This design comes from an exercise in tuning for small area and a short achievable clock period on the open sky130 flow, not from production work. Where RTL was checked, it was by simulation tests only, not by an equivalence proof against the original. Function not checked in run 2: the RTL went through the layout flow alone.

## flow/design.v (module list and top-level ports; edited modules follow where they fit)
// module pressure_count_linearizer: 1465 lines
module pressure_count_linearizer (
    input  logic                  clk,
    input  logic                  rst_n,
    input  logic                  cfg_we,
    input  logic [pcl_pkg::CFG_IDX_W-1:0]  cfg_index,
    input  logic [pcl_pkg::CFG_DATA_W-1:0] cfg_data,
    input  logic                  start,
    output logic                  busy,
    input  logic [pcl_pkg::COUNT_W-1:0]    factory_count,
    input  logic [pcl_pkg::COUNT_W-1:0]    raw_count,
    output logic                  done,
    output logic [pcl_pkg::OUT_W-1:0]      pressure_utorr,
    output logic [pcl_pkg::RANGE_W-1:0]    display_range
);
  // ...
==> flow/flow/run.sh <==
#!/bin/bash
# Standard layout, with one netlist step between synthesis and floorplan:
# polfix.py picks the polarity of each full adder so that fewer inverters are
# needed (a full adder with all inputs inverted gives both outputs inverted).
# Registers, their names and cell types are those of the standard synthesis.
set -e
cd "$(dirname "$0")/.."
bash standard.sh synth > synth.log 2>&1
R=orfs/results/sky130hd/pressure_count_linearizer/base
cp $R/1_2_yosys.v 1_2_yosys.standard.v
python3 flow/polfix.py 1_2_yosys.standard.v $R/1_2_yosys.v > polfix.log 2>&1
touch $R/1_2_yosys.v
bash standard.sh finish > layout.log 2>&1
==> flow/flow/polfix.py <==
#!/usr/bin/env python3
"""Remove inverters around full adders in a flat Yosys netlist.

A full adder is self-dual: FA(~a,~b,~c) = (~sum, ~cout). So each full adder
may be used in either polarity, and an inverter is only needed where a
signal reaches a pin in the other polarity. This script removes the
inverters between cells, picks a polarity for every full adder by simulated
annealing to need as few inverters as possible, and puts back one inverter
per net that some pin needs inverted. Registers and other cells are kept as
they are.  usage: polfix.py IN.v OUT.v"""
import re, sys, random, math
from collections import defaultdict

src = open(sys.argv[1]).read()
src = re.sub(r'\(\*.*?\*\)', '', src)
src = re.sub(r'/\*.*?\*/', '', src, flags=re.S)
mod = re.search(r'module\s+(\S+)\s*\((.*?)\);(.*)endmodule', src, re.S)
top, portlist, body = mod.group(1), mod.group(2), mod.group(3)

decls, assigns, order = [], [], []
cells = {}
ports = set()
inst_re = re.compile(r'^(\S+)\s+(\S+)\s*\((.*)\)$', re.S)
for s in (x.strip() for x in body.split(';')):
    if not s:
        continue
    if s.startswith(('input', 'output', 'inout', 'wire', 'reg')):
        decls.append(s)
        if s.startswith(('input', 'output', 'inout')):
            for n in re.sub(r'\[.*?\]', '', s.split(None, 1)[1]).replace(',', ' ').split():
                ports.add(n)
        continue
    if s.startswith('assign'):
        assigns.append(s)
        continue
    m = inst_re.match(s)
    if not m:
        raise SystemExit('polfix: cannot parse: ' + s[:200])
    typ, name, conns = m.groups()
    pins = {}
    for pm in re.finditer(r'\.(\w+)\s*\(\s*(.*?)\s*\)\s*(?:,|$)', conns.strip(), re.S):
        pins[pm.group(1)] = pm.group(2)
    cells[name] = [typ, pins]
    order.append(name)

fixed = set()
for a in assigns:
    for tok in re.findall(r"[\\\w$.]+(?:\s*\[\d+\])?", a):
        fixed.add(tok.replace(' ', ''))
def isfixed(n):
    b = re.sub(r'\s*\[\d+\]$', '', n)
    return n in fixed or n in ports or b in ports or n.startswith("1'")

OUTP = {'X', 'Y', 'SUM', 'COUT', 'Q', 'Q_N', 'HI', 'LO'}
INV = re.compile(r'sky130_fd_sc_hd__(inv|clkinv)_\d+$')
FA = re.compile(r'sky130_fd_sc_hd__fa_\d+$')

drv = {}
for nm, (typ, pins) in cells.items():
    for p, n in pins.items():
        if p in OUTP:
            drv[n] = nm

# inverters whose output is not a port or an assign operand can go
removable = [c for c in order if INV.match(cells[c][0]) and not isfixed(cells[c][1]['Y'])]
def resolve(n):
    par = 0
    seen = 0
    while n in drv and drv[n] in rm_set and seen < 100:
        n = cells[drv[n]][1]['A']
        par ^= 1
        seen += 1
    return n, par
rm_set = set(removable)

# requirements: for every input pin of a kept cell, (net, parity)
req = {}
for nm in order:
    if nm in rm_set:
        continue
    typ, pins = cells[nm]
    for p, n in pins.items():
        if p in OUTP:
            continue
        req[(nm, p)] = resolve(n)
ninv0 = sum(1 for c in order if INV.match(cells[c][0]))

# cells whose output polarity can be swapped for a sibling cell type, with
# the area change in units of an inverter (3.75 um2)
SWAP = {
    'xor2_1': ('xnor2_1', 'X', 'Y', 0.0), 'xnor2_1': ('xor2_1', 'Y', 'X', 0.0),
    'nand2_1': ('and2_1', 'Y', 'X', 0.67), 'and2_1': ('nand2_1', 'X', 'Y', -0.67),
    'nor2_1': ('or2_1', 'Y', 'X', 0.67), 'or2_1': ('nor2_1', 'X', 'Y', -0.67),
    'a22oi_1': ('a22o_1', 'Y', 'X', 0.34), 'a22o_1': ('a22oi_1', 'X', 'Y', -0.34),
    'a21oi_1': ('a21o_1', 'Y', 'X', 0.67), 'a21o_1': ('a21oi_1', 'X', 'Y', -0.67),
    'o21ai_0': ('o21a_1', 'Y', 'X', 0.67), 'o21a_1': ('o21ai_0', 'X', 'Y', -0.67),
    'nand3_1': ('and3_1', 'Y', 'X', 0.34), 'and3_1': ('nand3_1', 'X', 'Y', -0.34),
    'nor3_1': ('or3_1', 'Y', 'X', 0.34), 'or3_1': ('nor3_1', 'X', 'Y', -0.34),
}
def swappable(c):
    t = cells[c][0]
    return t.startswith('sky130_fd_sc_hd__') and t[17:] in SWAP
fas = [c for c in order if FA.match(cells[c][0])]
gs = [c for c in order if c not in rm_set and swappable(c)]
gcost = {}
for c in gs:
    gcost[c] = SWAP[cells[c][0][17:]][3]
isfa = set(fas)
fas = fas + gs
fidx = {c: i for i, c in enumerate(fas)}
# terms: (a, b, p) with a, b FA indices or -1; inverter needed iff p ^ s[a] ^ s[b]
# group loads by (net, parity) since one inverter per net serves all its loads
terms = []
for (nm, p), (n, par) in req.items():
    a = fidx.get(drv.get(n), -1)
    b = fidx.get(nm, -1) if (p in ('A', 'B', 'CIN') and nm in isfa) else -1
    terms.append((a, b, par))
nf = len(fas)
inc = defaultdict(list)
for t, (a, b, p) in enumerate(terms):
    if a >= 0: inc[a].append(t)
    if b >= 0 and b != a: inc[b].append(t)
s = [0] * nf
def tcost(t):
    a, b, p = terms[t]
    return p ^ (s[a] if a >= 0 else 0) ^ (s[b] if b >= 0 else 0)
vcost = [gcost.get(c, 0.0) for c in fas]
def delta(i):
    d = vcost[i] * (1 - 2 * s[i])
    for t in inc[i]:
        d += 1 - 2 * tcost(t)
    return d
cost = sum(tcost(t) for t in range(len(terms))) + sum(vcost[i] * s[i] for i in range(nf))
best = cost; bests = s[:]
random.seed(1)
T = 2.0
iters = 400 * max(nf, 1)
for it in range(iters):
    T = 2.0 * (1 - it / iters) + 0.01
    i = random.randrange(nf) if nf else 0
    if not nf:
        break
    d = delta(i)
    if d <= 0 or random.random() < math.exp(-d / T):
        s[i] ^= 1
        cost += d
        if cost < best:
            best = cost; bests = s[:]
s = bests
# greedy clean-up
improved = True
while improved:
    improved = False
    for i in range(nf):
        if delta(i) < -1e-9:
            s[i] ^= 1; improved = True

# rebuild
for c in removable:
    order.remove(c)
    del cells[c]
flipped = {fas[i] for i in range(nf) if s[i]}
for c in flipped:
    if c in isfa:
        continue
    t = cells[c][0][17:]
    nt, op, np_, _ = SWAP[t]
    pins = cells[c][1]
    pins[np_] = pins.pop(op)
    cells[c][0] = 'sky130_fd_sc_hd__' + nt
invnet = {}
newwires = []
cnt = [0]
def inv_for(n):
    if n not in invnet:
        cnt[0] += 1
        y = f'_pf{cnt[0]}_'
        nm = f'_pfi{cnt[0]}_'
        cells[nm] = ['sky130_fd_sc_hd__inv_1', {'A': n, 'Y': y}]
        order.append(nm)
        newwires.append(y)
        invnet[n] = y
    return invnet[n]
for (nm, p), (n, par) in req.items():
    if nm not in cells:
        continue
    if n in drv and drv[n] in flipped:
        par ^= 1
    if nm in flipped and nm in isfa and p in ('A', 'B', 'CIN'):
        par ^= 1
    cells[nm][1][p] = inv_for(n) if par else n
ninv1 = sum(1 for c in order if INV.match(cells[c][0]))

def esc(n):
    return n + ' ' if n.startswith('\\') else n
out = [f'module {top}({portlist});']
for d in decls:
    out.append(f'  {d} ;')
for w in newwires:
    out.append(f'  wire {w};')
for a in assigns:
    out.append(f'  {a} ;')
for nm in order:
    typ, pins = cells[nm]
    out.append(f'  {typ} {nm} (' + ', '.join(f'.{p}({esc(n)})' for p, n in pins.items()) + ');')
out.append('endmodule')
open(sys.argv[2], 'w').write('\n'.join(out) + '\n')
print(f'polfix: {len(isfa)} full adders, {len(gs)} swappable gates, {len(flipped)} flipped, inverters {ninv0} -> {ninv1}', file=sys.stderr)
==> flow/standard.sh <==
#!/bin/bash
# synth_recipe.tcl (not shown) runs the flow's synth.tcl, then flattens the netlist and writes it again
# the make line also repeats each setting of config.mk as NAME=value (left out here)
make -C /OpenROAD-flow-scripts/flow DESIGN_CONFIG=/design/flow/config.mk WORK_HOME=/design/flow/orfs CLKGATE_MAP_FILE= SYNTH_SCRIPT=/design/flow/synth_recipe.tcl "${@:-finish}"
==> flow/config.mk <==
export PLATFORM = sky130hd
export DESIGN_NAME = pressure_count_linearizer
export DESIGN_NICKNAME = pressure_count_linearizer
export VERILOG_FILES = /design/flow/design.v
export SDC_FILE = /design/flow/constraint.sdc
export NUM_CORES = 4
export LEC_CHECK = 0
export CAP_MARGIN = 20
export CORE_MARGIN = 2
export CORE_UTILIZATION = 40
export SLEW_MARGIN = 20
==> flow/constraint.sdc <==
create_clock -name core_clock -period 12.0 [get_ports {clk}]
set_input_delay 2.4000 -clock core_clock [delete_from_list [all_inputs] [get_ports {clk}]]
set_output_delay 2.4000 -clock core_clock [all_outputs]
set_load 0.01 [all_outputs]
==> key figures, run 1 <==
Run status
  – Status: timing/DRC/antenna clean

Setup path
  – Flop-to-flop setup slack: roughly 7.4 ns
  – Bufs and invs on worst path: 0
  – Top Family by Delay on Critical Path: compound AO/OA/AOI/OAI gates
  – Worst setup path startpoint: s1_v[12]
  – FF-to-FF End: s2_kb[36]
  – Crit Reg-Reg Startpoint: s1_v[12]

STA
  – Fin worst setup slack: 7.400 ns
  – Slew headroom: 0.2472
  – Setup tns final: 0 ns
  – Top achievable clock speed: about 220 MHz
  – Worst hold slack: 0.3525 ns
  – Final period utilization: 0.3834
  – Final Slew Violations: 0
  – Worst-margin pin slew: around 1.1 ns

Clock tree
  – # H-tree levels: 2
  – CTS sink cnt: roughly 320
  – Hold_buf cts: 0

Cells and area
  – Multi-input gate count: roughly 1,900
  – Fill cells: 5,647
  – Commonest non-fill, non-tap cells in the layout: fa_1, dfxtp_1, a22oi_1
  – Max reg flops: between 40 and 50
  – Biggest register: s2_ka
  – Core Util, Final: 0.4513

Place
  – Worst slack at placement: between 7 and 8 ns
  – Placer Congestion: 0.9905
  – Placed Cells: about 3,100

Drt
  – DR vias: around 19,000
  – Max Used Layer: met5
  – Routed length per instance: ~23 um

Global route
  – Antenna violations before repair: 2

Floorplanning
  – Tapcell Cnt: slightly below 800

Worst hold path
  – Hold Path Sink: done_r
  – Hold path startpoint: s3_valid
==> run 2: changes to the inputs <==
--- a/flow/design.v
+++ b/flow/design.v
@@ -1429,45 +1429,420 @@
     assign s985 = pp279 ^ s887 ^ c886;
     assign c986 = (pp279 & s887) | (c886 & (pp279 ^ s887));
     assign s987 = s2_ka[51] ^ c888;
     assign c988 = s2_ka[51] & c888;
     logic            s3_valid;
     logic [52:11] s3_a, s3_b;
     logic            s3_c;
     logic [11:0]   low_sum;
-    assign low_sum = {1'b0, c904, c902, c900, c898, c896, c894, c892, c890, s889, pp2, s2_neg[0]} + {1'b0, s905, s903, s901, s899, s897, s895, s893, s891, pp41, 1'b0, pp1};
+    logic lc_g0, lc_g1, lc_g2, lc_g3, lc_g4, lc_g5, lc_g6, lc_g7, lc_g8, lc_g9, lc_g10, lc_p0, lc_p1, lc_p2, lc_p3, lc_p4, lc_p5, lc_p6, lc_p7, lc_p8, lc_p9, lc_p10;
+    assign lc_g0 = s2_neg[0] & pp1;
+    assign lc_p0 = s2_neg[0] ^ pp1;
+    assign lc_g1 = pp2 & 1'b0;
+    assign lc_p1 = pp2 ^ 1'b0;
+    assign lc_g2 = s889 & pp41;
+    assign lc_p2 = s889 ^ pp41;
+    assign lc_g3 = c890 & s891;
+    assign lc_p3 = c890 ^ s891;
+    assign lc_g4 = c892 & s893;
+    assign lc_p4 = c892 ^ s893;
+    assign lc_g5 = c894 & s895;
+    assign lc_p5 = c894 ^ s895;
+    assign lc_g6 = c896 & s897;
+    assign lc_p6 = c896 ^ s897;
+    assign lc_g7 = c898 & s899;
+    assign lc_p7 = c898 ^ s899;
+    assign lc_g8 = c900 & s901;
+    assign lc_p8 = c900 ^ s901;
+    assign lc_g9 = c902 & s903;
+    assign lc_p9 = c902 ^ s903;
+    assign lc_g10 = c904 & s905;
+    assign lc_p10 = c904 ^ s905;
+    logic lc_G1, lc_P1;
+    assign lc_G1 = lc_g1 | (lc_p1 & lc_g0);
+    assign lc_P1 = lc_p1 & lc_p0;
+    logic lc_G2, lc_P2;
+    assign lc_G2 = lc_g3 | (lc_p3 & lc_g2);
+    assign lc_P2 = lc_p3 & lc_p2;
+    logic lc_G3, lc_P3;
+    assign lc_G3 = lc_g5 | (lc_p5 & lc_g4);
+    assign lc_P3 = lc_p5 & lc_p4;
+    logic lc_G4, lc_P4;
+    assign lc_G4 = lc_g7 | (lc_p7 & lc_g6);
+    assign lc_P4 = lc_p7 & lc_p6;
+    logic lc_G5, lc_P5;
+    assign lc_G5 = lc_g9 | (lc_p9 & lc_g8);
+    assign lc_P5 = lc_p9 & lc_p8;
+    logic lc_G6, lc_P6;
+    assign lc_G6 = lc_G2 | (lc_P2 & lc_G1);
+    assign lc_P6 = lc_P2 & lc_P1;
+    logic lc_G7, lc_P7;
+    assign lc_G7 = lc_G4 | (lc_P4 & lc_G3);
+    assign lc_P7 = lc_P4 & lc_P3;
+    logic lc_G8, lc_P8;
+    assign lc_G8 = lc_G7 | (lc_P7 & lc_G6);
+    assign lc_P8 = lc_P7 & lc_P6;
+    logic lc_G9, lc_P9;
+    assign lc_G9 = lc_G3 | (lc_P3 & lc_G6);
+    assign lc_P9 = lc_P3 & lc_P6;
+    logic lc_G10, lc_P10;
+    assign lc_G10 = lc_G5 | (lc_P5 & lc_G8);
+    assign lc_P10 = lc_P5 & lc_P8;
+    logic lc_G11, lc_P11;
+    assign lc_G11 = lc_g2 | (lc_p2 & lc_G1);
+    assign lc_P11 = lc_p2 & lc_P1;
+    logic lc_G12, lc_P12;
+    assign lc_G12 = lc_g4 | (lc_p4 & lc_G6);
+    assign lc_P12 = lc_p4 & lc_P6;
+    logic lc_G13, lc_P13;
+    assign lc_G13 = lc_g6 | (lc_p6 & lc_G9);
+    assign lc_P13 = lc_p6 & lc_P9;
+    logic lc_G14, lc_P14;
+    assign lc_G14 = lc_g8 | (lc_p8 & lc_G8);
+    assign lc_P14 = lc_p8 & lc_P8;
+    logic lc_G15, lc_P15;
+    assign lc_G15 = lc_g10 | (lc_p10 & lc_G10);
+    assign lc_P15 = lc_p10 & lc_P10;
+    assign low_sum[11] = lc_G15;
+    assign low_sum[10:0] = '0;
     always_ff @(posedge clk or negedge rst_n) begin
         if (!rst_n) s3_valid <= 1'b0;
         else        s3_valid <= s2_valid;
     end
     always_ff @(posedge clk) begin
         s3_a <= {c988, c986, c984, c982, c980, c978, c976, c974, c972, c970, c968, c966, c964, c962, c960, c958, c956, c954, c952, c950, c948, c946, c944, c942, c940, c938, c936, c934, c932, c930, c928, c926, c924, c922, c920, c918, c916, c914, c912, c910, c908, c906};
         s3_b <= {s2_ka[52], s987, s985, s983, s981, s979, s977, s975, s973, s971, s969, s967, s965, s963, s961, s959, s957, s955, s953, s951, s949, s947, s945, s943, s941, s939, s937, s935, s933, s931, s929, s927, s925, s923, s921, s919, s917, s915, s913, s911, s909, s907};
         s3_c <= low_sum[11];
     end
     logic [52:11] total;
     logic signed [33:0] q;
-    assign total = s3_a + s3_b + {41'd0, s3_c};
+    logic fa4_g0, fa4_g1, fa4_g2, fa4_g3, fa4_g4, fa4_g5, fa4_g6, fa4_g7, fa4_g8, fa4_g9, fa4_g10, fa4_g11, fa4_g12, fa4_g13, fa4_g14, fa4_g15, fa4_g16, fa4_g17, fa4_g18, fa4_g19, fa4_g20, fa4_g21, fa4_g22, fa4_g23, fa4_g24, fa4_g25, fa4_g26, fa4_g27, fa4_g28, fa4_g29, fa4_g30, fa4_g31, fa4_g32, fa4_g33, fa4_g34, fa4_g35, fa4_g36, fa4_g37, fa4_g38, fa4_g39, fa4_g40, fa4_g41, fa4_p0, fa4_p1, fa4_p2, fa4_p3, fa4_p4, fa4_p5, fa4_p6, fa4_p7, fa4_p8, fa4_p9, fa4_p10, fa4_p11, fa4_p12, fa4_p13, fa4_p14, fa4_p15, fa4_p16, fa4_p17, fa4_p18, fa4_p19, fa4_p20, fa4_p21, fa4_p22, fa4_p23, fa4_p24, fa4_p25, fa4_p26, fa4_p27, fa4_p28, fa4_p29, fa4_p30, fa4_p31, fa4_p32, fa4_p33, fa4_p34, fa4_p35, fa4_p36, fa4_p37, fa4_p38, fa4_p39, fa4_p40, fa4_p41;
+    assign fa4_g0 = s3_a[11] & s3_b[11];
+    assign fa4_p0 = s3_a[11] ^ s3_b[11];
+    assign fa4_g1 = s3_a[12] & s3_b[12];
+    assign fa4_p1 = s3_a[12] ^ s3_b[12];
+    assign fa4_g2 = s3_a[13] & s3_b[13];
+    assign fa4_p2 = s3_a[13] ^ s3_b[13];
+    assign fa4_g3 = s3_a[14] & s3_b[14];
+    assign fa4_p3 = s3_a[14] ^ s3_b[14];
+    assign fa4_g4 = s3_a[15] & s3_b[15];
+    assign fa4_p4 = s3_a[15] ^ s3_b[15];
+    assign fa4_g5 = s3_a[16] & s3_b[16];
+    assign fa4_p5 = s3_a[16] ^ s3_b[16];
+    assign fa4_g6 = s3_a[17] & s3_b[17];
+    assign fa4_p6 = s3_a[17] ^ s3_b[17];
+    assign fa4_g7 = s3_a[18] & s3_b[18];
+    assign fa4_p7 = s3_a[18] ^ s3_b[18];
+    assign fa4_g8 = s3_a[19] & s3_b[19];
+    assign fa4_p8 = s3_a[19] ^ s3_b[19];
+    assign fa4_g9 = s3_a[20] & s3_b[20];
+    assign fa4_p9 = s3_a[20] ^ s3_b[20];
+    assign fa4_g10 = s3_a[21] & s3_b[21];
+    assign fa4_p10 = s3_a[21] ^ s3_b[21];
+    assign fa4_g11 = s3_a[22] & s3_b[22];
+    assign fa4_p11 = s3_a[22] ^ s3_b[22];
+    assign fa4_g12 = s3_a[23] & s3_b[23];
+    assign fa4_p12 = s3_a[23] ^ s3_b[23];
+    assign fa4_g13 = s3_a[24] & s3_b[24];
+    assign fa4_p13 = s3_a[24] ^ s3_b[24];
+    assign fa4_g14 = s3_a[25] & s3_b[25];
+    assign fa4_p14 = s3_a[25] ^ s3_b[25];
+    assign fa4_g15 = s3_a[26] & s3_b[26];
+    assign fa4_p15 = s3_a[26] ^ s3_b[26];
+    assign fa4_g16 = s3_a[27] & s3_b[27];
+    assign fa4_p16 = s3_a[27] ^ s3_b[27];
+    assign fa4_g17 = s3_a[28] & s3_b[28];
+    assign fa4_p17 = s3_a[28] ^ s3_b[28];
+    assign fa4_g18 = s3_a[29] & s3_b[29];
+    assign fa4_p18 = s3_a[29] ^ s3_b[29];
+    assign fa4_g19 = s3_a[30] & s3_b[30];
+    assign fa4_p19 = s3_a[30] ^ s3_b[30];
+    assign fa4_g20 = s3_a[31] & s3_b[31];
+    assign fa4_p20 = s3_a[31] ^ s3_b[31];
+    assign fa4_g21 = s3_a[32] & s3_b[32];
+    assign fa4_p21 = s3_a[32] ^ s3_b[32];
+    assign fa4_g22 = s3_a[33] & s3_b[33];
+    assign fa4_p22 = s3_a[33] ^ s3_b[33];
+    assign fa4_g23 = s3_a[34] & s3_b[34];
+    assign fa4_p23 = s3_a[34] ^ s3_b[34];
+    assign fa4_g24 = s3_a[35] & s3_b[35];
+    assign fa4_p24 = s3_a[35] ^ s3_b[35];
+    assign fa4_g25 = s3_a[36] & s3_b[36];
+    assign fa4_p25 = s3_a[36] ^ s3_b[36];
+    assign fa4_g26 = s3_a[37] & s3_b[37];
+    assign fa4_p26 = s3_a[37] ^ s3_b[37];
+    assign fa4_g27 = s3_a[38] & s3_b[38];
+    assign fa4_p27 = s3_a[38] ^ s3_b[38];
+    assign fa4_g28 = s3_a[39] & s3_b[39];
+    assign fa4_p28 = s3_a[39] ^ s3_b[39];
+    assign fa4_g29 = s3_a[40] & s3_b[40];
+    assign fa4_p29 = s3_a[40] ^ s3_b[40];
+    assign fa4_g30 = s3_a[41] & s3_b[41];
+    assign fa4_p30 = s3_a[41] ^ s3_b[41];
+    assign fa4_g31 = s3_a[42] & s3_b[42];
+    assign fa4_p31 = s3_a[42] ^ s3_b[42];
+    assign fa4_g32 = s3_a[43] & s3_b[43];
+    assign fa4_p32 = s3_a[43] ^ s3_b[43];
+    assign fa4_g33 = s3_a[44] & s3_b[44];
+    assign fa4_p33 = s3_a[44] ^ s3_b[44];
+    assign fa4_g34 = s3_a[45] & s3_b[45];
+    assign fa4_p34 = s3_a[45] ^ s3_b[45];
+    assign fa4_g35 = s3_a[46] & s3_b[46];
+    assign fa4_p35 = s3_a[46] ^ s3_b[46];
+    assign fa4_g36 = s3_a[47] & s3_b[47];
+    assign fa4_p36 = s3_a[47] ^ s3_b[47];
+    assign fa4_g37 = s3_a[48] & s3_b[48];
+    assign fa4_p37 = s3_a[48] ^ s3_b[48];
+    assign fa4_g38 = s3_a[49] & s3_b[49];
+    assign fa4_p38 = s3_a[49] ^ s3_b[49];
+    assign fa4_g39 = s3_a[50] & s3_b[50];
+    assign fa4_p39 = s3_a[50] ^ s3_b[50];
+    assign fa4_g40 = s3_a[51] & s3_b[51];
+    assign fa4_p40 = s3_a[51] ^ s3_b[51];
+    assign fa4_g41 = s3_a[52] & s3_b[52];
+    assign fa4_p41 = s3_a[52] ^ s3_b[52];
+    logic fa4_gc;
+    assign fa4_gc = fa4_g0 | (fa4_p0 & s3_c);
+    logic fa4_G1, fa4_P1;
+    assign fa4_G1 = fa4_g1 | (fa4_p1 & fa4_gc);
+    assign fa4_P1 = fa4_p1 & fa4_p0;
+    logic fa4_G2, fa4_P2;
+    assign fa4_G2 = fa4_g3 | (fa4_p3 & fa4_g2);
+    assign fa4_P2 = fa4_p3 & fa4_p2;
+    logic fa4_G3, fa4_P3;
+    assign fa4_G3 = fa4_g5 | (fa4_p5 & fa4_g4);
+    assign fa4_P3 = fa4_p5 & fa4_p4;
+    logic fa4_G4, fa4_P4;
+    assign fa4_G4 = fa4_g7 | (fa4_p7 & fa4_g6);
+    assign fa4_P4 = fa4_p7 & fa4_p6;
+    logic fa4_G5, fa4_P5;
+    assign fa4_G5 = fa4_g9 | (fa4_p9 & fa4_g8);
+    assign fa4_P5 = fa4_p9 & fa4_p8;
+    logic fa4_G6, fa4_P6;
+    assign fa4_G6 = fa4_g11 | (fa4_p11 & fa4_g10);
+    assign fa4_P6 = fa4_p11 & fa4_p10;
+    logic fa4_G7, fa4_P7;
+    assign fa4_G7 = fa4_g13 | (fa4_p13 & fa4_g12);
+    assign fa4_P7 = fa4_p13 & fa4_p12;
+    logic fa4_G8, fa4_P8;
+    assign fa4_G8 = fa4_g15 | (fa4_p15 & fa4_g14);
+    assign fa4_P8 = fa4_p15 & fa4_p14;
+    logic fa4_G9, fa4_P9;
+    assign fa4_G9 = fa4_g17 | (fa4_p17 & fa4_g16);
+    assign fa4_P9 = fa4_p17 & fa4_p16;
+    logic fa4_G10, fa4_P10;
+    assign fa4_G10 = fa4_g19 | (fa4_p19 & fa4_g18);
+    assign fa4_P10 = fa4_p19 & fa4_p18;
+    logic fa4_G11, fa4_P11;
+    assign fa4_G11 = fa4_g21 | (fa4_p21 & fa4_g20);
+    assign fa4_P11 = fa4_p21 & fa4_p20;
+    logic fa4_G12, fa4_P12;
+    assign fa4_G12 = fa4_g23 | (fa4_p23 & fa4_g22);
+    assign fa4_P12 = fa4_p23 & fa4_p22;
+    logic fa4_G13, fa4_P13;
+    assign fa4_G13 = fa4_g25 | (fa4_p25 & fa4_g24);
+    assign fa4_P13 = fa4_p25 & fa4_p24;
+    logic fa4_G14, fa4_P14;
+    assign fa4_G14 = fa4_g27 | (fa4_p27 & fa4_g26);
+    assign fa4_P14 = fa4_p27 & fa4_p26;
+    logic fa4_G15, fa4_P15;
+    assign fa4_G15 = fa4_g29 | (fa4_p29 & fa4_g28);
+    assign fa4_P15 = fa4_p29 & fa4_p28;
+    logic fa4_G16, fa4_P16;
+    assign fa4_G16 = fa4_g31 | (fa4_p31 & fa4_g30);
+    assign fa4_P16 = fa4_p31 & fa4_p30;
+    logic fa4_G17, fa4_P17;
+    assign fa4_G17 = fa4_g33 | (fa4_p33 & fa4_g32);
+    assign fa4_P17 = fa4_p33 & fa4_p32;
+    logic fa4_G18, fa4_P18;
+    assign fa4_G18 = fa4_g35 | (fa4_p35 & fa4_g34);
+    assign fa4_P18 = fa4_p35 & fa4_p34;
+    logic fa4_G19, fa4_P19;
+    assign fa4_G19 = fa4_g37 | (fa4_p37 & fa4_g36);
+    assign fa4_P19 = fa4_p37 & fa4_p36;
+    logic fa4_G20, fa4_P20;
+    assign fa4_G20 = fa4_g39 | (fa4_p39 & fa4_g38);
+    assign fa4_P20 = fa4_p39 & fa4_p38;
+    logic fa4_G21, fa4_P21;
+    assign fa4_G21 = fa4_g41 | (fa4_p41 & fa4_g40);
+    assign fa4_P21 = fa4_p41 & fa4_p40;
+    logic fa4_G22, fa4_P22;
+    assign fa4_G22 = fa4_G2 | (fa4_P2 & fa4_G1);
+    assign fa4_P22 = fa4_P2 & fa4_P1;
+    logic fa4_G23, fa4_P23;
+    assign fa4_G23 = fa4_G4 | (fa4_P4 & fa4_G3);
+    assign fa4_P23 = fa4_P4 & fa4_P3;
+    logic fa4_G24, fa4_P24;
+    assign fa4_G24 = fa4_G6 | (fa4_P6 & fa4_G5);
+    assign fa4_P24 = fa4_P6 & fa4_P5;
+    logic fa4_G25, fa4_P25;
+    assign fa4_G25 = fa4_G8 | (fa4_P8 & fa4_G7);
+    assign fa4_P25 = fa4_P8 & fa4_P7;
+    logic fa4_G26, fa4_P26;
+    assign fa4_G26 = fa4_G10 | (fa4_P10 & fa4_G9);
+    assign fa4_P26 = fa4_P10 & fa4_P9;
+    logic fa4_G27, fa4_P27;
+    assign fa4_G27 = fa4_G12 | (fa4_P12 & fa4_G11);
+    assign fa4_P27 = fa4_P12 & fa4_P11;
+    logic fa4_G28, fa4_P28;
+    assign fa4_G28 = fa4_G14 | (fa4_P14 & fa4_G13);
+    assign fa4_P28 = fa4_P14 & fa4_P13;
+    logic fa4_G29, fa4_P29;
+    assign fa4_G29 = fa4_G16 | (fa4_P16 & fa4_G15);
+    assign fa4_P29 = fa4_P16 & fa4_P15;
+    logic fa4_G30, fa4_P30;
+    assign fa4_G30 = fa4_G18 | (fa4_P18 & fa4_G17);
+    assign fa4_P30 = fa4_P18 & fa4_P17;
+    logic fa4_G31, fa4_P31;
+    assign fa4_G31 = fa4_G20 | (fa4_P20 & fa4_G19);
+    assign fa4_P31 = fa4_P20 & fa4_P19;
+    logic fa4_G32, fa4_P32;
+    assign fa4_G32 = fa4_G23 | (fa4_P23 & fa4_G22);
+    assign fa4_P32 = fa4_P23 & fa4_P22;
+    logic fa4_G33, fa4_P33;
+    assign fa4_G33 = fa4_G25 | (fa4_P25 & fa4_G24);
+    assign fa4_P33 = fa4_P25 & fa4_P24;
+    logic fa4_G34, fa4_P34;
+    assign fa4_G34 = fa4_G27 | (fa4_P27 & fa4_G26);
+    assign fa4_P34 = fa4_P27 & fa4_P26;
+    logic fa4_G35, fa4_P35;
+    assign fa4_G35 = fa4_G29 | (fa4_P29 & fa4_G28);
+    assign fa4_P35 = fa4_P29 & fa4_P28;
+    logic fa4_G36, fa4_P36;
+    assign fa4_G36 = fa4_G31 | (fa4_P31 & fa4_G30);
+    assign fa4_P36 = fa4_P31 & fa4_P30;
+    logic fa4_G37, fa4_P37;
+    assign fa4_G37 = fa4_G33 | (fa4_P33 & fa4_G32);
+    assign fa4_P37 = fa4_P33 & fa4_P32;
+    logic fa4_G38, fa4_P38;
+    assign fa4_G38 = fa4_G35 | (fa4_P35 & fa4_G34);
+    assign fa4_P38 = fa4_P35 & fa4_P34;
+    logic fa4_G39, fa4_P39;
+    assign fa4_G39 = fa4_G38 | (fa4_P38 & fa4_G37);
+    assign fa4_P39 = fa4_P38 & fa4_P37;
+    logic fa4_G40, fa4_P40;
+    assign fa4_G40 = fa4_G34 | (fa4_P34 & fa4_G37);
+    assign fa4_P40 = fa4_P34 & fa4_P37;
+    logic fa4_G41, fa4_P41;
+    assign fa4_G41 = fa4_G36 | (fa4_P36 & fa4_G39);
+    assign fa4_P41 = fa4_P36 & fa4_P39;
+    logic fa4_G42, fa4_P42;
+    assign fa4_G42 = fa4_G24 | (fa4_P24 & fa4_G32);
+    assign fa4_P42 = fa4_P24 & fa4_P32;
+    logic fa4_G43, fa4_P43;
+    assign fa4_G43 = fa4_G26 | (fa4_P26 & fa4_G37);
+    assign fa4_P43 = fa4_P26 & fa4_P37;
+    logic fa4_G44, fa4_P44;
+    assign fa4_G44 = fa4_G28 | (fa4_P28 & fa4_G40);
+    assign fa4_P44 = fa4_P28 & fa4_P40;
+    logic fa4_G45, fa4_P45;
+    assign fa4_G45 = fa4_G30 | (fa4_P30 & fa4_G39);
+    assign fa4_P45 = fa4_P30 & fa4_P39;
+    logic fa4_G46, fa4_P46;
+    assign fa4_G46 = fa4_G3 | (fa4_P3 & fa4_G22);
+    assign fa4_P46 = fa4_P3 & fa4_P22;
+    logic fa4_G47, fa4_P47;
+    assign fa4_G47 = fa4_G5 | (fa4_P5 & fa4_G32);
+    assign fa4_P47 = fa4_P5 & fa4_P32;
+    logic fa4_G48, fa4_P48;
+    assign fa4_G48 = fa4_G7 | (fa4_P7 & fa4_G42);
+    assign fa4_P48 = fa4_P7 & fa4_P42;
+    logic fa4_G49, fa4_P49;
+    assign fa4_G49 = fa4_G9 | (fa4_P9 & fa4_G37);
+    assign fa4_P49 = fa4_P9 & fa4_P37;
+    logic fa4_G50, fa4_P50;
+    assign fa4_G50 = fa4_G11 | (fa4_P11 & fa4_G43);
+    assign fa4_P50 = fa4_P11 & fa4_P43;
+    logic fa4_G51, fa4_P51;
+    assign fa4_G51 = fa4_G13 | (fa4_P13 & fa4_G40);
+    assign fa4_P51 = fa4_P13 & fa4_P40;
+    logic fa4_G52, fa4_P52;
+    assign fa4_G52 = fa4_G15 | (fa4_P15 & fa4_G44);
+    assign fa4_P52 = fa4_P15 & fa4_P44;
+    logic fa4_G53, fa4_P53;
+    assign fa4_G53 = fa4_G17 | (fa4_P17 & fa4_G39);
+    assign fa4_P53 = fa4_P17 & fa4_P39;
+    logic fa4_G54, fa4_P54;
+    assign fa4_G54 = fa4_G19 | (fa4_P19 & fa4_G45);
+    assign fa4_P54 = fa4_P19 & fa4_P45;
+    logic fa4_G55, fa4_P55;
+    assign fa4_G55 = fa4_G21 | (fa4_P21 & fa4_G41);
+    assign fa4_P55 = fa4_P21 & fa4_P41;
+    logic fa4_G56, fa4_P56;
+    assign fa4_G56 = fa4_g2 | (fa4_p2 & fa4_G1);
+    assign fa4_P56 = fa4_p2 & fa4_P1;
+    logic fa4_G57, fa4_P57;
+    assign fa4_G57 = fa4_g4 | (fa4_p4 & fa4_G22);
+    assign fa4_P57 = fa4_p4 & fa4_P22;
+    logic fa4_G58, fa4_P58;
+    assign fa4_G58 = fa4_g6 | (fa4_p6 & fa4_G46);
+    assign fa4_P58 = fa4_p6 & fa4_P46;
+    logic fa4_G59, fa4_P59;
+    assign fa4_G59 = fa4_g8 | (fa4_p8 & fa4_G32);
+    assign fa4_P59 = fa4_p8 & fa4_P32;
+    logic fa4_G60, fa4_P60;
+    assign fa4_G60 = fa4_g10 | (fa4_p10 & fa4_G47);
+    assign fa4_P60 = fa4_p10 & fa4_P47;
+    logic fa4_G61, fa4_P61;
+    assign fa4_G61 = fa4_g12 | (fa4_p12 & fa4_G42);
+    assign fa4_P61 = fa4_p12 & fa4_P42;
+    logic fa4_G62, fa4_P62;
+    assign fa4_G62 = fa4_g14 | (fa4_p14 & fa4_G48);
+    assign fa4_P62 = fa4_p14 & fa4_P48;
+    logic fa4_G63, fa4_P63;
+    assign fa4_G63 = fa4_g16 | (fa4_p16 & fa4_G37);
+    assign fa4_P63 = fa4_p16 & fa4_P37;
+    logic fa4_G64, fa4_P64;
+    assign fa4_G64 = fa4_g18 | (fa4_p18 & fa4_G49);
+    assign fa4_P64 = fa4_p18 & fa4_P49;
+    logic fa4_G65, fa4_P65;
+    assign fa4_G65 = fa4_g20 | (fa4_p20 & fa4_G43);
+    assign fa4_P65 = fa4_p20 & fa4_P43;
+    logic fa4_G66, fa4_P66;
+    assign fa4_G66 = fa4_g22 | (fa4_p22 & fa4_G50);
+    assign fa4_P66 = fa4_p22 & fa4_P50;
+    logic fa4_G67, fa4_P67;
+    assign fa4_G67 = fa4_g24 | (fa4_p24 & fa4_G40);
+    assign fa4_P67 = fa4_p24 & fa4_P40;
+    logic fa4_G68, fa4_P68;
+    assign fa4_G68 = fa4_g26 | (fa4_p26 & fa4_G51);
+    assign fa4_P68 = fa4_p26 & fa4_P51;
+    logic fa4_G69, fa4_P69;
+    assign fa4_G69 = fa4_g28 | (fa4_p28 & fa4_G44);
+    assign fa4_P69 = fa4_p28 & fa4_P44;
+    logic fa4_G70, fa4_P70;
+    assign fa4_G70 = fa4_g30 | (fa4_p30 & fa4_G52);
+    assign fa4_P70 = fa4_p30 & fa4_P52;
+    logic fa4_G71, fa4_P71;
+    assign fa4_G71 = fa4_g32 | (fa4_p32 & fa4_G39);
+    assign fa4_P71 = fa4_p32 & fa4_P39;
+    logic fa4_G72, fa4_P72;
+    assign fa4_G72 = fa4_g34 | (fa4_p34 & fa4_G53);
+    assign fa4_P72 = fa4_p34 & fa4_P53;
+    logic fa4_G73, fa4_P73;
+    assign fa4_G73 = fa4_g36 | (fa4_p36 & fa4_G45);
+    assign fa4_P73 = fa4_p36 & fa4_P45;
+    logic fa4_G74, fa4_P74;
+    assign fa4_G74 = fa4_g38 | (fa4_p38 & fa4_G54);
+    assign fa4_P74 = fa4_p38 & fa4_P54;
+    logic fa4_G75, fa4_P75;
+    assign fa4_G75 = fa4_g40 | (fa4_p40 & fa4_G41);
+    assign fa4_P75 = fa4_p40 & fa4_P41;
+    assign total = {(fa4_p41 ^ fa4_G75), (fa4_p40 ^ fa4_G41), (fa4_p39 ^ fa4_G74), (fa4_p38 ^ fa4_G54), (fa4_p37 ^ fa4_G73), (fa4_p36 ^ fa4_G45), (fa4_p35 ^ fa4_G72), (fa4_p34 ^ fa4_G53), (fa4_p33 ^ fa4_G71), (fa4_p32 ^ fa4_G39), (fa4_p31 ^ fa4_G70), (fa4_p30 ^ fa4_G52), (fa4_p29 ^ fa4_G69), (fa4_p28 ^ fa4_G44), (fa4_p27 ^ fa4_G68), (fa4_p26 ^ fa4_G51), (fa4_p25 ^ fa4_G67), (fa4_p24 ^ fa4_G40), (fa4_p23 ^ fa4_G66), (fa4_p22 ^ fa4_G50), (fa4_p21 ^ fa4_G65), (fa4_p20 ^ fa4_G43), (fa4_p19 ^ fa4_G64), (fa4_p18 ^ fa4_G49), (fa4_p17 ^ fa4_G63), (fa4_p16 ^ fa4_G37), (fa4_p15 ^ fa4_G62), (fa4_p14 ^ fa4_G48), (fa4_p13 ^ fa4_G61), (fa4_p12 ^ fa4_G42), (fa4_p11 ^ fa4_G60), (fa4_p10 ^ fa4_G47), (fa4_p9 ^ fa4_G59), (fa4_p8 ^ fa4_G32), (fa4_p7 ^ fa4_G58), (fa4_p6 ^ fa4_G46), (fa4_p5 ^ fa4_G57), (fa4_p4 ^ fa4_G22), (fa4_p3 ^ fa4_G56), (fa4_p2 ^ fa4_G1), (fa4_p1 ^ fa4_gc), (fa4_p0 ^ s3_c)};
     assign q = total[52:19];
-    logic [41:0] d_hi, d_mid;
-    logic lt_hi, lt_mid;
-    assign d_hi = s3_a + s3_b + {41'd0, s3_c} + 42'h3fa0a1eff00;
-    assign d_mid = s3_a + s3_b + {41'd0, s3_c} + 42'h3fff0bdc000;
-    assign lt_hi  = d_hi[41];
-    assign lt_mid = d_mid[41];
     logic        done_r;
     logic [32:0] p_r;
     logic [1:0]  rng_r;
     always_ff @(posedge clk or negedge rst_n) begin
         if (!rst_n) done_r <= 1'b0;
         else        done_r <= s3_valid;
     end
     always_ff @(posedge clk) begin
         p_r <= q[33] ? 33'd0 : q[32:0];
-        if (!lt_hi)      rng_r <= 2'd0;
-        else if (!lt_mid) rng_r <= 2'd1;
-        else             rng_r <= 2'd2;
+        if (q > 34'sd100000000)     rng_r <= 2'd0;
+        else if (q >= 34'sd1000000) rng_r <= 2'd1;
+        else                        rng_r <= 2'd2;
     end
     assign done           = done_r;
     assign pressure_utorr = p_r;
     assign display_range  = rng_r;
 endmodule
--- a/flow/flow/run.sh
+++ b/flow/flow/run.sh
@@ -5,9 +5,9 @@
 # Registers, their names and cell types are those of the standard synthesis.
 set -e
 cd "$(dirname "$0")/.."
 bash standard.sh synth > synth.log 2>&1
 R=orfs/results/sky130hd/pressure_count_linearizer/base
 cp $R/1_2_yosys.v 1_2_yosys.standard.v
 python3 flow/polfix.py 1_2_yosys.standard.v $R/1_2_yosys.v > polfix.log 2>&1
 touch $R/1_2_yosys.v
-bash standard.sh finish > layout.log 2>&1
+bash standard.sh SETUP_SLACK_MARGIN=8.3 finish > layout.log 2>&1
==> run 2 against run 1 <==
First-iteration DRC count shrank 15%. Maximum frequency grew 23%. Flip-flop and latch count is the same.
==> key figures, run 2 <==
Setup path
  – Setup crit start kind: register
  – Crit end category: register
  – Worst endpoint data arrival time: roughly 4.2 ns
  – Max incr delay on CP: about 0.58 ns
  – CP max FO: 4
  – Bufs and invs on worst path: 1 (+1)
  – Worst setup path startpoint: s3_b[24]
  – Worst Path Class, Setup: register to register
  – Top Family by Delay on Critical Path: compound AO/OA/AOI/OAI gates
  – Slowest stage cell, crit path: or4_1
  – Crit-path cells: ha_4 -> a21o_1 -> a21o_1 -> a221oi_2 -> nand3_1 -> buf_6 -> a2111oi_4 -> o21a_1 -> fa_1 -> or4_1 -> a21oi_2 -> o31ai_4 -> a211oi_2
  – Cell mode on critical path: a21o_1
  – Critical path required time: between 10 and 15 ns
  – Crit Reg-Reg Startpoint: s3_b[24]

Cells and area
  – Biggest register: s2_ka
  – Max reg flops: 43 (unchanged)
  – Biggest regs: s2_ka x43, s3_a x42, s3_b x42
  – Commonest non-fill, non-tap cell in the layout: fa_1
  – Core Util, Final: 0.4610 (+0.009696)
  – Share of cells above drive strength 1: 0.1086
  – Commonest non-fill, non-tap cells in the layout: fa_1, dfxtp_1, a22oi_1
  – Area Overhead vs Synth: 14.65%
  – Nets: about 2,800

Clock tree
  – # H-tree levels: 2 (unchanged)
  – Clock slew at reported path FFs: about 0.070 ns
  – Hold_buf cts: 0 (unchanged)
  – Clock latency (worst-skew pair): approximately 0.58 ns
  – CTS Buf Count: 37
  – Clock root buffer: clkbuf_16
  – CTS max path bufs: 3
  – CTS sink cnt: 323 (unchanged)
  – CTS tree: built

Global route
  – Grt ovf: 0
  – Antenna violations before repair: 0 (-2)
  – Gr usage total: 0.2489
  – Largest net degree at the start of global routing: 55
  – Vias in the first global route: 18,840
  – First-pass GRT wire length: approximately 120 mm

Drt
  – DR vias: 17,850 (-4.2%)
  – Detail Route Antenna Nets: 0
  – Drt pass-1 iters: 6
  – DRC: 0
  – Vias per cell: 5.718
  – WL final: ~74 mm
  – Routed length per instance: 23.86 um (+3.6%)
  – Initial DRC count: 1,547

Floorplanning
  – Die W: ~250 um
  – Initial Util: 0.4021
  – Die area: roughly 0.061 mm^2
  – Core footprint: between 0.05 and 0.06 mm^2
  – Row count: slightly below 90
  – IO Pins: 90
  – Die extent in y: approximately 250 um

STA
  – Setup tns final: 0 ns (unchanged)
  – Slew headroom: 0.2308 (-0.01632)
  – Final Slew Violations: 0 (unchanged)
  – Top achievable clock speed: 266.4 MHz (+23%)
  – Worst-margin pin slew: 1.145 ns (+0.01721 ns)
  – Endpoints failing setup: 0
  – RSZ-0062 raised after global routing: true
  – Final period utilization: 0.3129 (-0.07050)
  – Hold Vio Cnt, Final: 0
  – Clock skew: roughly 0.024 ns
  – Clock period minus worst slack: roughly 3.8 ns

Synth
  – Yosys warns: 1
  – Mapped cell area: between 0.02 and 0.025 mm^2
  – Synth Area per Inst: approximately 10 um^2
  – Mapped Cells: ~2,300
  – Syn nets: 2,740

Place
  – HPWL Detailed: ~55 mm
  – Placer Congestion: 0.9276 (-6.4%)
  – Port bufs: 88

Worst hold path
  – Hold path startpoint: s1_valid
  – Hold Crit Class: register to register

Job
  – Max-Cap Viols: 0

Run status
  – Status: timing/DRC/antenna clean
==> run 2: worst paths after layout <==
path | to | slack, ns | cells past startpoint
worst min-delay path | s2_valid | 0.35 | 0
worst max-delay path | rng_r[0] | 8.25 | 13
max in group asynchronous | om_r[5] | 9.64 | 1
worst max register to register | rng_r[0] | 8.25 | 13
min in group asynchronous | om_r[13] | 1.88 | 1
worst min register to register | s2_valid | 0.35 | 0
==> run 2: final cells by class <==
cell class              count  area, um^2
clock inverters            17       186.4
flip-flops and latches    323        6655
multi-input cells        1716       16380
well taps                 773       967.2
clock buffers              51        1081
repair buffers            156        1425
inverters                  83       334.1
fillers                  5395       31630
repair inverters            2       15.01
diodes                      1       2.502
==> run 2: what timing repair did <==
item | CTS | global route
gates cloned | 1 | 1
resized for setup | 106 | 52
endpoints found under the setup margin | 164 | 63
buffers inserted | 23 | 19
pin swaps | 18 | 26
==> run 2: worst register-to-register path: stages, from the launching register on <==
cell       delay, ns
dfxtp_2         0.33
ha_4            0.25
a21o_1          0.20
a21o_1          0.17
a221oi_2        0.26
nand3_1         0.14
buf_6           0.17
a2111oi_4       0.36
o21a_1          0.19
fa_1            0.49
or4_1           0.58
a21oi_2         0.22
o31ai_4         0.11
a211oi_2        0.21
==> run 2: stage by stage <==
stage	instance area, um^2	setup WS (ns)	std cells	hold slack (ns)
after floorplan	23600	8.416	2293	0.3312
after CTS	26690	8.286	3101	0.3515
after global routing	27050	8.088	3121	0.3669
final	27050	8.246	3122	0.3487
after detailed placement	24970	7.488	3009	0.3373
after global placement	24970	7.365	3009	0.3328
==> run 2: metal layers <==
layer	global-route usage	wire, um
met1	0.3421	31780
met4	0.1116	3248
met3	0.03983	5402
met5	0	0
met2	0.3864	34050

## re-timing with driven ports
The results above use ideal ports. As a check the final layouts listed here were re-extracted and re-timed, cells and wires unchanged.
Step 1 assumes that a clkbuf_16 drives the clock port and a buf_2 every other input.
Step 2, shift: input delay + t, output delay - t, t = (earliest + latest rising clock arrival at the registers) / 2. This alone moves slack from input paths to output paths.
Three values: ideal ports, drivers, drivers and shift; two values: the first two.
run	t, ns	slack for setup (ns)	worst hold slack (ns)	worst slew at a driven data input, ns	cell pins on the clock port's net
run 1	0.629	7.400 / 7.400 / 7.400	0.353 / 0.353 / 0.353	0.04	1
run 2	0.621	8.246 / 8.246 / 7.846	0.349 / 0.349 / 0.349	0.04	1
After both steps every run listed still meets setup and hold. For run 2, which loses most, drivers alone change the setup slack by 0.000 ns; drivers and shift together by -0.400 ns.
